From an optimization exercise on the open Yosys and OpenROAD flow, aimed at small area, a short achievable clock period and few clock cycles; shortcuts taken in it are not production practice.
Only simulation tests tie the RTL to the original design; equivalence was not proved.
Power is estimated from default activity; no workload was simulated.

`flow/design.v`:
```
package pipelinePkg;
    typedef enum logic [5:0] {
        OP_RTYPE = 6'd0,
        OP_J     = 6'd2,
        OP_BEQ   = 6'd4,
        OP_BNE   = 6'd5,
        OP_ADDI  = 6'd8,
        OP_LW    = 6'd35,
        OP_SW    = 6'd43
    } opcode_e;
    typedef enum logic [5:0] {
        FN_SYSCALL = 6'd12,
        FN_ADD     = 6'd32,
        FN_SUB     = 6'd34,
        FN_AND     = 6'd36,
        FN_OR      = 6'd37,
        FN_SLT     = 6'd42
    } funct_e;
    typedef enum logic [2:0] {
        ALU_ADD,
        ALU_SUB,
        ALU_AND,
        ALU_OR,
        ALU_SLT
    } aluOp_e;
    localparam logic [1:0] FWD_REG = 2'd0;
    localparam logic [1:0] FWD_WB  = 2'd1;
    localparam logic [1:0] FWD_MEM = 2'd2;
    typedef struct packed {
        logic   regWrite;
        logic   memToReg;    
        logic   memWrite;
        logic   aluSrcImm;
        logic   branchEq;
        logic   branchNe;
        logic   jump;
        logic   syscall;
        aluOp_e aluOp;
    } ctrl_t;
    typedef struct packed {
        logic [32-1:0] pc;
        logic [32-1:0] instr;
    } ifId_t;
    typedef struct packed {
        ctrl_t                        ctrl;
        logic [32-1:0]       pc;
        logic [5-1:0]   rsNum;
        logic [5-1:0]   rtNum;
        logic [32-1:0]       rsVal;
        logic [32-1:0]       rtVal;
        logic [32-1:0]       immExt;
        logic [26-1:0] jumpIndex;
        logic [5-1:0]   writeReg;
    } idEx_t;
    typedef struct packed {
        ctrl_t                      ctrl;
        logic [32-1:0]     aluResult;   
        logic [32-1:0]     storeData;   
        logic [5-1:0] writeReg;
    } exMem_t;
    typedef struct packed {
        ctrl_t                      ctrl;
        logic [32-1:0]     aluResult;
        logic [32-1:0]     loadData;
        logic [32-1:0]     storeData;
        logic [5-1:0] writeReg;
    } memWb_t;
endpackage
module controlDecoder (
    input  logic [32-1:0]       instr,
    output pipelinePkg::ctrl_t                        ctrl,
    output logic [5-1:0]   rsNum,
    output logic [5-1:0]   rtNum,
    output logic [5-1:0]   writeReg,
    output logic [32-1:0]       immExt,
    output logic [26-1:0] jumpIndex
);
    pipelinePkg::opcode_e                    opcode;
    pipelinePkg::funct_e                     funct;
    logic [5-1:0] rs, rt, rd;
    logic [5-1:0] dest;
    pipelinePkg::ctrl_t                      raw;
    assign opcode    = pipelinePkg::opcode_e'(instr[31:26]);
    assign funct     = pipelinePkg::funct_e'(instr[5:0]);
    assign rs        = instr[25:21];
    assign rt        = instr[20:16];
    assign rd        = instr[15:11];
    assign immExt    = {{(32-16){instr[15]}}, instr[15:0]};
    assign jumpIndex = instr[26-1:0];
    always_comb begin
        raw   = '0;          
        dest  = '0;
        rsNum = rs;
        rtNum = rt;
        case (opcode)
            pipelinePkg::OP_RTYPE: begin
                dest = rd;
                case (funct)
                    pipelinePkg::FN_ADD: begin raw.regWrite = 1'b1; raw.aluOp = pipelinePkg::ALU_ADD; end
                    pipelinePkg::FN_SUB: begin raw.regWrite = 1'b1; raw.aluOp = pipelinePkg::ALU_SUB; end
                    pipelinePkg::FN_AND: begin raw.regWrite = 1'b1; raw.aluOp = pipelinePkg::ALU_AND; end
                    pipelinePkg::FN_OR:  begin raw.regWrite = 1'b1; raw.aluOp = pipelinePkg::ALU_OR;  end
                    pipelinePkg::FN_SLT: begin raw.regWrite = 1'b1; raw.aluOp = pipelinePkg::ALU_SLT; end
                    pipelinePkg::FN_SYSCALL: begin
                        raw.syscall = 1'b1;
                        rsNum       = 5'd2;    
                        rtNum       = 5'd4;    
                    end
                    default: ;
                endcase
            end
            pipelinePkg::OP_ADDI, pipelinePkg::OP_LW: begin
                raw.regWrite  = 1'b1;
                raw.memToReg  = (opcode == pipelinePkg::OP_LW);
                raw.aluSrcImm = 1'b1;
                dest          = rt;
                rtNum         = '0;           
            end
            pipelinePkg::OP_SW: begin
                raw.memWrite  = 1'b1;
                raw.aluSrcImm = 1'b1;
            end
            pipelinePkg::OP_BEQ: raw.branchEq = 1'b1;
            pipelinePkg::OP_BNE: raw.branchNe = 1'b1;
            pipelinePkg::OP_J: begin
                raw.jump = 1'b1;
                rsNum    = '0;                
                rtNum    = '0;
            end
            default: ;
        endcase
    end
    always_comb begin
        ctrl          = raw;
        ctrl.regWrite = raw.regWrite && (dest != '0);
    end
    assign writeReg = dest;
endmodule
module regFile (
    input  logic                       clk,
    input  logic                       rst,
    input  logic [5-1:0] rdNumA,
    input  logic [5-1:0] rdNumB,
    input  logic [5-1:0] wrNum,
    input  logic                       wrEn,
    input  logic [32-1:0]     wrData,
    output logic [32-1:0]     rdDataA,
    output logic [32-1:0]     rdDataB
);
    logic [32-1:0] regs [2**5];
    logic                   wrLive;
    assign wrLive = wrEn && (wrNum != '0);    
    always_ff @(posedge clk) begin
        if (rst) begin
            for (int i = 0; i < 2**5; i++) begin
                regs[i] <= '0;
            end
        end else if (wrLive) begin
            regs[wrNum] <= wrData;
        end
    end
    assign rdDataA = (wrLive && wrNum == rdNumA) ? wrData : regs[rdNumA];
    assign rdDataB = (wrLive && wrNum == rdNumB) ? wrData : regs[rdNumB];
endmodule
module hazardUnit (
    input  pipelinePkg::idEx_t      idEx,
    input  pipelinePkg::exMem_t     exMem,
    input  pipelinePkg::memWb_t     memWb,
    output logic [1:0] fwdSelA,
    output logic [1:0] fwdSelB,
    output logic       loadUseStall
);
    function automatic logic [1:0] pickSource(input logic [5-1:0] src,
                                              input pipelinePkg::exMem_t mem,
                                              input pipelinePkg::memWb_t wb);
        logic [1:0] sel;
        sel = pipelinePkg::FWD_REG;
        if (src != '0) begin
            if (mem.ctrl.regWrite && !mem.ctrl.memToReg && mem.writeReg == src) begin
                sel = pipelinePkg::FWD_MEM;
            end else if (wb.ctrl.regWrite && wb.writeReg == src) begin
                sel = pipelinePkg::FWD_WB;
            end
        end
        pickSource = sel;
    endfunction
    logic loadInMem;
    logic hitA, hitB;
    assign fwdSelA = pickSource(idEx.rsNum, exMem, memWb);
    assign fwdSelB = pickSource(idEx.rtNum, exMem, memWb);
    assign loadInMem = exMem.ctrl.regWrite && exMem.ctrl.memToReg;
    assign hitA      = (idEx.rsNum != '0) && (idEx.rsNum == exMem.writeReg);
    assign hitB      = (idEx.rtNum != '0) && (idEx.rtNum == exMem.writeReg);
    assign loadUseStall = loadInMem && (hitA || hitB);    
endmodule
module executeStage (
    input  pipelinePkg::idEx_t                  idEx,
    input  logic [1:0]             fwdSelA,
    input  logic [1:0]             fwdSelB,
    input  logic [32-1:0] memFwdData,
    input  logic [32-1:0] wbFwdData,
    output logic [32-1:0] aluResult,
    output logic [32-1:0] storeData,
    output logic                   branchTaken,
    output logic [32-1:0] branchTarget
);
    function automatic logic [32-1:0] fwdMux(input logic [1:0] sel,
                                                      input logic [32-1:0] regVal,
                                                      input logic [32-1:0] memVal,
                                                      input logic [32-1:0] wbVal);
        case (sel)
            pipelinePkg::FWD_MEM: fwdMux = memVal;
            pipelinePkg::FWD_WB:  fwdMux = wbVal;
            default: fwdMux = regVal;
        endcase
    endfunction
    logic [32-1:0] opA, opB, aluB;
    logic [32-1:0] aluOut;
    logic [32-1:0] pcPlus4;
    logic                   equal;
    assign opA  = fwdMux(fwdSelA, idEx.rsVal, memFwdData, wbFwdData);
    assign opB  = fwdMux(fwdSelB, idEx.rtVal, memFwdData, wbFwdData);
    assign aluB = idEx.ctrl.aluSrcImm ? idEx.immExt : opB;    
    always_comb begin
        case (idEx.ctrl.aluOp)
            pipelinePkg::ALU_ADD: aluOut = opA + aluB;
            pipelinePkg::ALU_SUB: aluOut = opA - aluB;
            pipelinePkg::ALU_AND: aluOut = opA & aluB;
            pipelinePkg::ALU_OR:  aluOut = opA | aluB;
            pipelinePkg::ALU_SLT: aluOut = {{(32-1){1'b0}}, $signed(opA) < $signed(aluB)};
            default: aluOut = '0;
        endcase
    end
    assign aluResult = idEx.ctrl.syscall ? opA : aluOut;    
    assign storeData = opB;                                 
    assign equal       = (opA == opB);
    assign branchTaken = idEx.ctrl.jump
                       || (idEx.ctrl.branchEq && equal)
                       || (idEx.ctrl.branchNe && !equal);
    assign pcPlus4 = idEx.pc + 32'(4);
    always_comb begin
        if (idEx.ctrl.jump) begin
            branchTarget = {pcPlus4[32-1 -: 4], idEx.jumpIndex, 2'b00};
        end else begin
            branchTarget = pcPlus4 + {idEx.immExt[32-3:0], 2'b00};
        end
    end
endmodule
module dataMemory (
    input  logic                        clk,
    input  logic                        rst,
    input  logic [5-1:0] addr,          
    input  logic [1:0]                  byteOffset,    
    input  logic                        rdEn,
    input  logic                        wrEn,
    input  logic [32-1:0]      wrData,
    output logic [32-1:0]      rdData
);
    logic [32-1:0] mem [32];
    always_ff @(posedge clk) begin
        if (rst) begin
            for (int i = 0; i < 32; i++) begin
                mem[i] <= '0;
            end
        end else if (wrEn) begin
            mem[addr] <= wrData;
        end
    end
    assign rdData = rdEn ? mem[addr] : '0;    
endmodule
module pipelineCore (
    input  logic                        clk,
    input  logic                        rst,
    output logic [8-1:0] imemAddr,
    input  logic [32-1:0]      imemData,
    input  logic                        go,
    output logic                        wbValid,
    output logic [5-1:0]  wbReg,
    output logic [32-1:0]      wbData,
    output logic [32-1:0]      dispValue,
    output logic                        halted
);
    logic [32-1:0] pc;
    pipelinePkg::ifId_t                  ifId;
    pipelinePkg::idEx_t                  idEx, idExNext, idExHold;
    pipelinePkg::exMem_t                 exMem, exMemNext;
    pipelinePkg::memWb_t                 memWb, memWbNext;
    pipelinePkg::ctrl_t                        decCtrl;
    logic [5-1:0]   decRsNum, decRtNum, decWriteReg;
    logic [32-1:0]       decImmExt;
    logic [26-1:0] decJumpIndex;
    logic [32-1:0]       rsVal, rtVal;
    logic [1:0]             fwdSelA, fwdSelB;
    logic                   loadUseStall;
    logic [32-1:0] aluResult, storeData, branchTarget;
    logic                   branchTaken;
    logic [32-1:0] loadData;
    logic                   displayHit;
    assign imemAddr = pc[8+1:2];
    controlDecoder u_decoder (
        .instr(ifId.instr), .ctrl(decCtrl), .rsNum(decRsNum), .rtNum(decRtNum),
        .writeReg(decWriteReg), .immExt(decImmExt), .jumpIndex(decJumpIndex)
    );
    regFile u_regFile (
        .clk(clk), .rst(rst), .rdNumA(decRsNum), .rdNumB(decRtNum),
        .wrNum(memWb.writeReg), .wrEn(memWb.ctrl.regWrite), .wrData(wbData),
        .rdDataA(rsVal), .rdDataB(rtVal)
    );
    always_comb begin
        idExNext           = '0;
        idExNext.ctrl      = decCtrl;
        idExNext.pc        = ifId.pc;
        idExNext.rsNum     = decRsNum;
        idExNext.rtNum     = decRtNum;
        idExNext.rsVal     = rsVal;
        idExNext.rtVal     = rtVal;
        idExNext.immExt    = decImmExt;
        idExNext.jumpIndex = decJumpIndex;
        idExNext.writeReg  = decWriteReg;
    end
    hazardUnit u_hazard (
        .idEx(idEx), .exMem(exMem), .memWb(memWb),
        .fwdSelA(fwdSelA), .fwdSelB(fwdSelB), .loadUseStall(loadUseStall)
    );
    executeStage u_execute (
        .idEx(idEx), .fwdSelA(fwdSelA), .fwdSelB(fwdSelB),
        .memFwdData(exMem.aluResult), .wbFwdData(wbData),
        .aluResult(aluResult), .storeData(storeData),
        .branchTaken(branchTaken), .branchTarget(branchTarget)
    );
    always_comb begin
        exMemNext           = '0;
        exMemNext.ctrl      = idEx.ctrl;
        exMemNext.aluResult = aluResult;
        exMemNext.storeData = storeData;
        exMemNext.writeReg  = idEx.writeReg;
    end
    always_comb begin
        idExHold = idEx;
        if (memWb.ctrl.regWrite && memWb.writeReg == idEx.rsNum) begin
            idExHold.rsVal = wbData;
        end
        if (memWb.ctrl.regWrite && memWb.writeReg == idEx.rtNum) begin
            idExHold.rtVal = wbData;
        end
    end
    dataMemory u_dmem (
        .clk(clk), .rst(rst),
        .addr(exMem.aluResult[5+1:2]),
        .byteOffset(exMem.aluResult[1:0]),
        .rdEn(exMem.ctrl.memToReg),
        .wrEn(exMem.ctrl.memWrite && !halted),    
        .wrData(exMem.storeData), .rdData(loadData)
    );
    always_comb begin
        memWbNext           = '0;
        memWbNext.ctrl      = exMem.ctrl;
        memWbNext.aluResult = exMem.aluResult;
        memWbNext.loadData  = loadData;
        memWbNext.storeData = exMem.storeData;
        memWbNext.writeReg  = exMem.writeReg;
    end
    assign wbData  = memWb.ctrl.memToReg ? memWb.loadData : memWb.aluResult;
    assign wbReg   = memWb.writeReg;
    assign wbValid = memWb.ctrl.regWrite;    
    assign displayHit = memWb.ctrl.syscall && (memWb.aluResult == 34);
    assign halted     = memWb.ctrl.syscall && (memWb.aluResult != 34) && !go;
    always_ff @(posedge clk) begin
        if (rst) begin
            pc        <= '0;
            ifId      <= '0;
            idEx      <= '0;
            exMem     <= '0;
            memWb     <= '0;
            dispValue <= '0;
        end else if (!halted) begin
            memWb <= memWbNext;
            if (loadUseStall) begin
                exMem <= '0;           
                idEx  <= idExHold;     
            end else if (branchTaken) begin
                exMem <= exMemNext;
                idEx  <= '0;           
                ifId  <= '0;
                pc    <= branchTarget;
            end else begin
                exMem <= exMemNext;
                idEx  <= idExNext;
                ifId.pc    <= pc;
                ifId.instr <= imemData;
                pc    <= pc + 32'(4);
            end
            if (displayHit) begin
                dispValue <= memWb.storeData;
            end
        end
    end
endmodule
```
`flow/run.sh`:
```
#!/bin/bash
# synth_recipe.tcl (not shown) runs the flow's synth.tcl, then flattens the netlist and writes it again
# the make line also repeats each setting of config.mk as NAME=value (left out here)
make -C /OpenROAD-flow-scripts/flow DESIGN_CONFIG=/design/flow/config.mk WORK_HOME=/design/flow/orfs CLKGATE_MAP_FILE= SYNTH_SCRIPT=/design/flow/synth_recipe.tcl finish
```
`flow/config.mk`:
```
export PLATFORM = sky130hd
export DESIGN_NAME = pipelineCore
export DESIGN_NICKNAME = pipelineCore
export VERILOG_FILES = /design/flow/design.v
export SDC_FILE = /design/flow/constraint.sdc
export NUM_CORES = 4
export LEC_CHECK = 0
export CAP_MARGIN = 20
export CORE_MARGIN = 2
export CORE_UTILIZATION = 40
export SLEW_MARGIN = 20
```
`flow/constraint.sdc`:
```
create_clock -name core_clock -period 8.0 [get_ports {clk}]
set_input_delay 1.6000 -clock core_clock [delete_from_list [all_inputs] [get_ports {clk}]]
set_output_delay 1.6000 -clock core_clock [all_outputs]
set_load 0.01 [all_outputs]
```
==> run notes <==
==> routing by layer <==
layer | global-route usage | wire length [um]
met5 | 0 | 48
met2 | 0.452 | 208000
met3 | 0.0703 | 54800
met4 | 0.175 | 32500
met1 | 0.381 | 175000
==> cell type report <==
class / instances / area, um^2
Clock inverter: 145 / 1510
Timing Repair Buffer: 433 / 3820
Multi-Input combinational cell: 7662 / 49100
Tap cell: 3978 / 4980
Inverter: 146 / 553
Clock buffer: 349 / 7420
Sequential cell: 2424 / 69100
Antenna cell: 5 / 12.5
Fill cell: 27690 / 167000
==> cells in the mapped netlist (all sizes together), types with 24 or more instances <==
library cell / number
a2111oi: 34
a21o: 43
a21oi: 385
a221o: 84
a221oi: 232
a22oi: 121
a311o: 24
a31oi: 82
a32oi: 86
and2: 1050
and3: 89
buf: 237
clkbuf: 868
dfxtp: 376
edfxtp: 2048
ha: 109
inv: 146
mux2: 48
mux2i: 225
mux4: 328
nand2: 1678
nand2b: 44
nand3: 599
nand4: 141
nor2: 1383
nor3: 67
nor4: 24
o211ai: 64
o21ai: 255
o22ai: 30
o311ai: 37
or2: 37
xnor2: 65
==> report_power, final <==
part | internal (mW) | switching (mW)
Combinational | 1.87 | 3.88
Sequential | 14.2 | 0.548
Clock | 7.42 | 5.39
==> flip-flops by register name, summed over array words and instances, names as in the netlist, named ones only <==
name and count:
exMem 73, dispValue 32, memWb 104, ifId 40, u_dmem.mem 1024, pc 8
idEx 114, u_regFile.regs 1024
==> kinds of logic after synthesis <==
family	Yosys count
and+or+nand+nor	5192
DFF	2424
AOI/OAI and AO/OA	1643
buffers and inverters	1251
muxes	601
adders and majority gates	112
xor gates and xnor gates	82
other	1
==> final timing paths <==
kind	from	to	cells after the start
min	ifId[34]	ifId[34]	2
min reg2reg	ifId[34]	ifId[34]	2
max reg2reg	memWb[4]	exMem[65]	21
max	memWb[4]	exMem[65]	21
==> through the flow <==
stage	worst slack (ps)	power (mW)	hold slack (ps)	std cells	area [um^2]
floorplan	2240	18.0	428	11337	122000
global placement	768	20.5	441	14642	127000
detailed placement	740	20.5	445	14642	127000
CTS	704	33.2	454	15136	136000
global route	119	34.1	467	15138	136000
finish	549	33.3	451	15142	136000
==> worst register-to-register path, cell delays in order (launching register included) <==
cell and delay [ps]:
dfxtp_1 700, xor2_1 140, nor4_1 330, and3_1 280, and3_1 250, ha_2 480
nand2b_1 530, o211ai_1 510, mux2_2 290, inv_1 90, fa_1 440, nor2b_1 170
o21ai_0 400, a31oi_1 300, a311oi_1 620, o221ai_1 380, a2111oi_0 570, buf_4 200
nor2_1 60, xnor2_1 130, a222oi_1 300, o22ai_1 130
==> cell usage in the layout (no fill, tap or decap), types with 53 or more instances in the layout <==
cell type / count
edfxtp_1: 2048
nand2_1: 1656
nor2_1: 1341
and2_1: 1043
nand3_1: 599
a21oi_1: 384
dfxtp_1: 362
mux4_2: 328
buf_4: 297
clkbuf_16: 280
a221oi_1: 232
o21ai_0: 228
mux2i_1: 193
nand4_1: 141
inv_1: 131
a22oi_1: 120
clkdlybuf4s50_1: 112
ha_1: 107
and3_1: 87
a32oi_1: 86
a221o_1: 84
a31oi_1: 82
xnor2_1: 65
o211ai_1: 64
nor3_1: 62
clkbuf_1: 53
==> metrics.cfg <==
[drt]
drc_errors = 0
routedWlPerCell_um = 31.0
routed_wl_mm = 470
ant_nets = 0
drt_iter0_drc = 14263
via_count = 95097
drt-vias-per-instance = 6.28
first_pass_iters = 9

[floorplanning]
rows = 202
ios = 114
initial_core_util = 0.403
core_um2 = 303000
fp.dieW_um = 557
design.die.area_um2 = 310000
die_y_um = 557

[placed_design]
gp_congestion = 0.969
hpwl_mm = 283
port_buffers = 113

[timing]
max-slew-margin-rel = 0.180
fin_crit_sh = 0.931
tns_ps = 0
period_needed_ps = 7450
worst_pin_slew_ps = 1210
setup_viol = 0
finalMaxSlewViolations = 0
finalHoldViolations = 0
clock.fmax_mhz = 134
skew_ps = 58.4
rsz0062_at_grt = no

[cts]
cts.sinks = 2424
cts-buffers-inserted = 275
post_cts_buffers = 0
cts_tree = yes
clk_latency_ps = 880
htreeDepth = 5
path_clk_slew_ps = 60
clock_path_buffers = 4
cts_resized = 0
cts_root_buf = clkbuf_16
hold_buffers = 0

[logic_synthesis]
synth_edf_count = 2048
ys.flop_type = edfxtp_1
yosys.area_share.adder = 0.0117
synth_top_area_frac = 0.503
synth_top_family_by_area = simple AND/OR/NAND/NOR gates
synthArstFlopShare = 0
synth_compound_area_frac = 0.0943
synth-simple-area-share = 0.197
syn-cell-area_um2 = 122000
synth_area_leaders = edfxtp_1 (50%), dfxtp_1 (6.2%), mux4_2 (6.0%), and2_1 (5.4%), nand2_1 (5.2%)
synth.distinct_cells = 88
syn_avg_cell_area_um2 = 10.8
yosys.area.top_type = edfxtp_1
yosysSeqAreaShare = 0.565
synthXorXnorAreaFrac = 0.00588
yosys_warnings = 6
synthCells = 11306
synthMuxAreaShare = 0.0850
ys_ff_latch = 2424

[setup_path]
worstPathCellList = xor2_1 > nor4_1 > and3_1 > and3_1 > ha_2 > nand2b_1 > o211ai_1 > mux2_2 > inv_1 > fa_1 > nor2b_1 > o21ai_0 > a31oi_1 > a311oi_1 > o221ai_1 > a2111oi_0 > buf_4 > nor2_1 > xnor2_1 > a222oi_1 > o22ai_1
arrival_ps = 8160
timing.setup.critical_path_class = reg2reg
worst-path-max-fanout = 30
cp-start-kind = flop
path_buf_inv = 2
cp.required_ps = 8710
cp_common_cell = and3_1
critical_path.max_stage_delay_ps = 700
slowest_stage = dfxtp_1
end_kind = flop
rrSetupSlack_ps = 550
critPathTopFamily = compound AO/OA/AOI/OAI gates

[grt]
grt_max_degree = 161
grt.total_usage = 0.295
first_global_vias = 90645
antenna_found_initial = 20
overflow = 0
grt_pass1_wl_mm = 663

[finish]
final_util = 0.450
fin_nets = 11089
syn2layout_area_growth_pct = 11.7
drive_gt1_frac = 0.119

[worst_hold_path]
hold_path_class = reg2reg

[pwr]
leakage_nw = 47.4
worst_ir_drop_vdd_v = 0.000156
power.density_nw_per_um2 = 244

[job]
cap_violations = 0

[outcome]
status = no timing/DRC/antenna violations

Testbench counts, summed over its fixed seeds: cycles 38,944.

-- re-timing with driven ports --
No port has a modelled driver above. Below, the same layout with a new extraction and two added sets of constraints. Step 1: set_driving_cell puts a clkbuf_16 on clk and a buf_2 on each other input, an assumption about the parent block. Step 2, shift: input delay + t, output delay - t, t = (earliest + latest rising clock arrival at the registers) / 2. This alone moves slack from input paths to output paths. Slacks: ideal / step 1 / step 2; pairs: ideal / step 1.
t (ns): 0.948
slack for setup (ns): 0.549 / 0.549 / 0.549
worst setup path at the end: register to register
After both steps setup and hold are still met in this run. For this run, drivers alone change the setup slack by 0.000 ns; drivers and shift together by 0.000 ns.
